This is an optimization exercise on Yosys and OpenROAD, whose aim is small area, a short achievable clock period and few clock cycles per item, not a production implementation. Function was checked by simulation only, so behaviour that the tests miss may differ from the original.

## flow/design.v (module list and top-level ports; edited modules follow where they fit)
// module ex_stage_mdu: 809 lines
// module mdu_fin: 18 lines
// module mdu_tree: 1062 lines
// module mdu_fa: 10 lines
// module mdu_ha: 9 lines
module ex_stage_mdu (
    input  logic        clock,
    input  logic        reset,
    input  logic        in_valid,
    output logic        in_ready,
    input  logic [4:0]  op,
    input  logic [31:0] operand_a,
    input  logic [31:0] operand_b,
    input  logic [1:0]  fwd_sel_a,
    input  logic [1:0]  fwd_sel_b,
    input  logic [31:0] wb_data,
    input  logic        is_jump,
    input  logic [31:0] pt_wdata_in,
    input  logic [4:0]  pt_rd_in,
    input  logic [31:0] pt_pc_in,
    input  logic        mem_stall,
    input  logic        flush,
    output logic        out_valid,
    output logic [31:0] res_out,
    output logic [31:0] pt_wdata_out,
    output logic [4:0]  pt_rd_out,
    output logic [31:0] pt_pc_out,
    output logic        redirect_valid,
    output logic [31:0] redirect_addr,
    output logic        busy
);
  // ...
==> flow/flow/run.sh <==
#!/bin/bash
# Standard ORFS layout; ports are buffered with a regular buffer instead of
# the delay cell buffer_ports picks by default.
set -euo pipefail
bash standard.sh "BUFFER_PORTS_ARGS=-buffer_cell sky130_fd_sc_hd__buf_2" finish > orfs_make.log 2>&1
==> flow/standard.sh <==
#!/bin/bash
# synth_recipe.tcl (not shown) runs the flow's synth.tcl, then flattens the netlist and writes it again
# the make line also repeats each setting of config.mk as NAME=value (left out here)
make -C /OpenROAD-flow-scripts/flow DESIGN_CONFIG=/design/flow/config.mk WORK_HOME=/design/flow/orfs CLKGATE_MAP_FILE= SYNTH_SCRIPT=/design/flow/synth_recipe.tcl "${@:-finish}"
==> flow/config.mk <==
export PLATFORM = sky130hd
export DESIGN_NAME = ex_stage_mdu
export DESIGN_NICKNAME = ex_stage_mdu
export VERILOG_FILES = /design/flow/design.v
export SDC_FILE = /design/flow/constraint.sdc
export NUM_CORES = 4
export LEC_CHECK = 0
export ABC_AREA = 1
export CAP_MARGIN = 20
export CORE_MARGIN = 2
export CORE_UTILIZATION = 30
export PLACE_DENSITY = 0.8
export SETUP_SLACK_MARGIN = 2.5
export SLEW_MARGIN = 40
export SYNTH_HIERARCHICAL = 1
export SYNTH_MINIMUM_KEEP_SIZE = 0
==> flow/constraint.sdc <==
create_clock -name core_clock -period 16.0 [get_ports {clock}]
set_input_delay 3.2000 -clock core_clock [delete_from_list [all_inputs] [get_ports {clock}]]
set_output_delay 3.2000 -clock core_clock [all_outputs]
set_load 0.01 [all_outputs]
==> summary.json, run 1 <==
{
  "fp-row-count": 161,
  "port-buffer-count": 315,
  "gr-usage-met2_pct": 41.70,
  "drc_errors": 0,
  "post_layout_nonfiller_instances": 10960,
  "status": "timing/DRC/antenna clean",
  "finalWeightedCongestion": 1.117,
  "start_kind": "primary input",
  "filler_cell_count": 19700,
  "routed-wl-met3_um": 40290,
  "critical_path.top_delay_family": "adder cells",
  "signal_buffers": 744,
  "cp-endpoint": "redirect_addr[24]",
  "root_buffer": "clkbuf_16",
  "comb.multi_input.count": 6512,
  "layout.cells.most_common": "nand2_1",
  "placed_cells_incl_taps": 10620,
  "boundaryPins": 317,
  "timing.final.crit_period_ns": 13.69,
  "whs_endpoint": "pt_wdata_out[16]",
  "grt_use_total_pct": 28.70,
  "final.clkbuf_count": 46
}
Testbench counts, summed over its fixed seeds: cycles 171,619, instrs 160,000.
==> inputs of run 2 (changes only) <==
--- a/flow/config.mk
+++ b/flow/config.mk
@@ -10,7 +10,7 @@
 export CORE_MARGIN = 2
 export CORE_UTILIZATION = 30
 export PLACE_DENSITY = 0.8
-export SETUP_SLACK_MARGIN = 2.5
+export SETUP_SLACK_MARGIN = 1.5
 export SLEW_MARGIN = 40
 export SYNTH_HIERARCHICAL = 1
 export SYNTH_MINIMUM_KEEP_SIZE = 0
==> run 2 against run 1 <==
Against the previous run:
- flip-flop and latch count unchanged
- worst setup slack lost 0.72 ns
- highest routed layer unchanged
- count of clock-buffer cells in the layout unchanged
- critical endpoint is now redirect_addr[5]
==> summary.json, run 2 <==
{
  "grt_pass1_wl_um": 407000,
  "post_drt_via_cell_ratio": 5.725,
  "timing.setup.critical_path_class": "primary input to output port",
  "yosys.area_share.xor_xnor_pct": 11.62,
  "synth_warn": 10,
  "post_synth_mux_area_share_pct": 0.3103,
  "clk_transition_reported_paths_ns": 0.07,
  "worstMarginPinSlew_ns": 1.033,
  "yosys-top-cells-count": "2011 x nand2_1, 757 x inv_1, 679 x xor2_1, 540 x nand3_1, 516 x o22ai_1",
  "yosys.cell_types.count": 72,
  "fin_worst_hold_slack_ns": 0.4565,
  "die_height_um": 444.0,
  "count_of_flip_flops_with_a_built_in_enable_after_synthesis": 171,
  "holdCritPathClass": "flop to flop",
  "synth.area.top_cells": "fa_1 17%, nand2_1 13%, xor2_1 10%",
  "final_critical_path_setup_slack_ns": 1.590,
  "maxSlewHeadroom_pct": 30.39,
  "drt_iter0_markers": 8707,
  "timing.max_cap.violations": 0,
  "grt_remaining_overflow": 0,
  "drt_wl_total_um": 284600,
  "layout.cells.most_common": "nand2_1",
  "root_buffer": "clkbuf_16",
  "synthesis.area_per_instance_um2": 7.143,
  "cp_common_cell": "fa_1",
  "synth-compound-area-share_pct": 16.62,
  "start_kind": "primary input",
  "floorplan.core_area_um2": 192400,
  "port-buffer-count": {"value": 315, "change": "unchanged"},
  "placement.setup.worst_slack_ns": 1.000,
  "cts_tree": "done",
  "ctsLongestPathBuffers": 3,
  "antenna_found_initial": 22,
  "status": "timing/DRC/antenna clean",
  "synth_seq_cells": 275,
  "via_count_of_the_first_global_routing_pass": 58290,
  "routed-via-count": 61600,
  "layout_common_cells": "1997 x nand2_1, 741 x inv_1, 671 x xor2_1",
  "ys_seq_area_share_pct": 13.32,
  "timing.critical_path.to_type": "output port",
  "hold_buffers": 0,
  "post_route_cells_drive_above_1_share_pct": 11.37,
  "fmax_ghz": 0.06940,
  "yosys.area_share.adder_pct": 25.27,
  "timing.critical_path.arrival_ns": 11.21,
  "drc_errors": {"value": 0, "change": "unchanged"},
  "hold_viol_final": 0,
  "filler_cell_count": {"value": 20430, "change": "+3.7%"},
  "crit_path_max_incr_delay_ns": 0.67,
  "netlist_area_um2": 58070,
  "synth_simple_gate_area_share_pct": 22.97,
  "worst_skew_pair.late_latency_ns": 0.57,
  "initial_core_util_pct": 30.18,
  "worst_ep_required_time_ns": 12.80,
  "die_area_um2": 197100,
  "postSynth.asyncResetShare_pct": 37.45,
  "half_perimeter_wire_length_after_placement_um": 231100,
  "maxSlewViolCount": 0,
  "finalClockSkew_ns": 0.04977,
  "finalSetupViolations": 0,
  "postRouteAntennaNets": 0,
  "grt_start_max_net_pins": 76,
  "synthMostInstantiatedCell": "nand2_1",
  "layout.nets": 9258,
  "largest_family_of_logic_cells_by_synthesized_area": "adder cells",
  "clock_sinks": 275,
  "finalWeightedCongestion": {"value": 1.127, "change": "+0.94%"},
  "final.setup.tns_ns": 0,
  "unrepaired_setup_endpoints_after_global_routing": "true",
  "htree_num_levels": 2,
  "critical_path.slowest_cell": "fa_1",
  "wire_per_inst_um": 26.45,
  "post-synth-top-area-fraction_pct": 16.93,
  "fp.dieW_um": 444.0,
  "sequential_cell_area_um2": 7732,
  "timing.final.crit_share_pct": 90.06,
  "syn_inst": 8129,
  "synthDominantAreaCellType": "fa_1",
  "cp_max_fo": 19,
  "dr.pass1.iters": 9,
  "tritoncts.num_buffers": 34,
  "synth_ff_type": "edfxtp_1",
  "multiInputGateArea_um2": 45580,
  "timing.final.crit_period": {"value": 14.41, "unit": "ns", "change": "+0.7208 ns"},
  "syn_to_final_growth_pct": 11.29,
  "fp-row-count": {"value": 161, "change": "unchanged"},
  "boundaryPins": {"value": 317, "change": "unchanged"},
  "grt_use_total": {"value": 27.88, "unit": "%", "change": "-0.82 points"}
}
run 2: cell count changes in the layout (fill, tap and decap cells not counted), sizes merged, moves of 6 or more:
cell      previous run  this run
diode               40         7
clkinvlp            19        11
bufinv               0         6
buf                733       572
run 2: worst paths after layout:
path / start / endpoint / slack (ns) / cells after the start
min reg2reg: d_rd[0] / pt_rd_out[0] / 0.46 / 2
max in group asynchronous: reset / pt_wdata_out[19] / 12.01 / 2
min in group asynchronous: reset / pt_pc_out[7] / 2.72 / 1
min: d_rd[0] / pt_rd_out[0] / 0.46 / 2
max: fwd_sel_b[0] / redirect_addr[5] / 1.59 / 29
max reg2reg: dvs[0] / res_out[3] / 2.45 / 92
run 2: per-module statistics from Yosys, one instance, submodules excluded:
module	copies in the design	flip-flops and latches
mdu_fa	481	0
mdu_tree	1	0
mdu_fin	1	0
ex_stage_mdu	1	275
mdu_ha	46	0
run 2: stage by stage:
step / utilization [%] / std cells / cell area [um^2]
after floorplan: - / 8144 / 58120
after global placement: 32.27 / 10620 / 62080
after detailed placement: 32.39 / 10630 / 62300
after CTS: 33.17 / 10710 / 63800
after global routing: 33.59 / 10760 / 64610
final: 33.59 / 10760 / 64620
run 2: layout make-up:
| type | count | area share, % |
|---|---|---|
| Timing Repair inverter | 3 | 0.02323 |
| Clock buffer | 46 | 1.448 |
| Timing Repair Buffer | 573 | 5.985 |
| Clock inverter | 16 | 0.3582 |
| Inverter | 801 | 4.763 |
| Tap cell | 2526 | 4.891 |
| Multi-Input combinational cell | 6512 | 70.54 |
| Antenna cell | 7 | 0.02711 |
| Sequential cell | 275 | 11.97 |
run 2: critical path, delay by kind of cell:
family,cells,cell delay (ns)
fa+ha+maj,9,4.12
compound gates,4,1.33
simple gates,8,1.23
buf+inv,7,0.93
xor+xnor,1,0.37
run 2: cell families (layout without fill, tap and decap cells):
logic type | after synthesis | count (layout)
simple gates | 3193 | 3194
mux | 18 | 18
buf+inv | 1358 | 1439
compound gates | 1637 | 1637
flops | 275 | 275
xor+xnor | 766 | 766
other cells | 4 | 26
fa+ha+maj | 878 | 878
run 2: per-layer routing:
layer,wire (um),global-route usage (%)
met5,250,0
met4,30530,23.81
met1,101300,33.33
met2,117300,41.08
met3,35150,8.035
run 2: repair_timing:
action	4_1_cts	5_1_grt
buffers inserted	24	34
pin swaps	7	11
resized for setup	24	121
endpoints found under the setup margin	38	96
gates cloned	1	4

-- afterwards: timing with drivers on the ports --
The flow's constraints put no driver on any port. The routed layouts listed below were extracted and timed again, unchanged, in two steps.
Step 1: set_driving_cell puts a clkbuf_16 on clock and a buf_2 on each other input, an assumption about the parent block.
Step 2 times the ports against the registers' clock, not the clock port: input delays grow and output delays shrink by t, the midpoint of the rising clock arrivals with the driver on.
a / b / c = ideal ports / drivers / drivers and shift; a / b = the first two.
| run | shift t [ns] | setup slack, ns | worst slew at a driven data input, ns | cell pins on the clock port's net |
|---|---|---|---|---|
| run 1 | 0.601 | 2.311 / 2.283 / 2.283 | 0.37 | 1 |
| run 2 | 0.608 | 1.590 / 1.569 / 1.569 | 0.28 | 1 |
After both steps setup and hold are still met in every run listed. For run 1, which loses most, drivers alone change the setup slack by -0.028 ns; drivers and shift together by -0.028 ns.
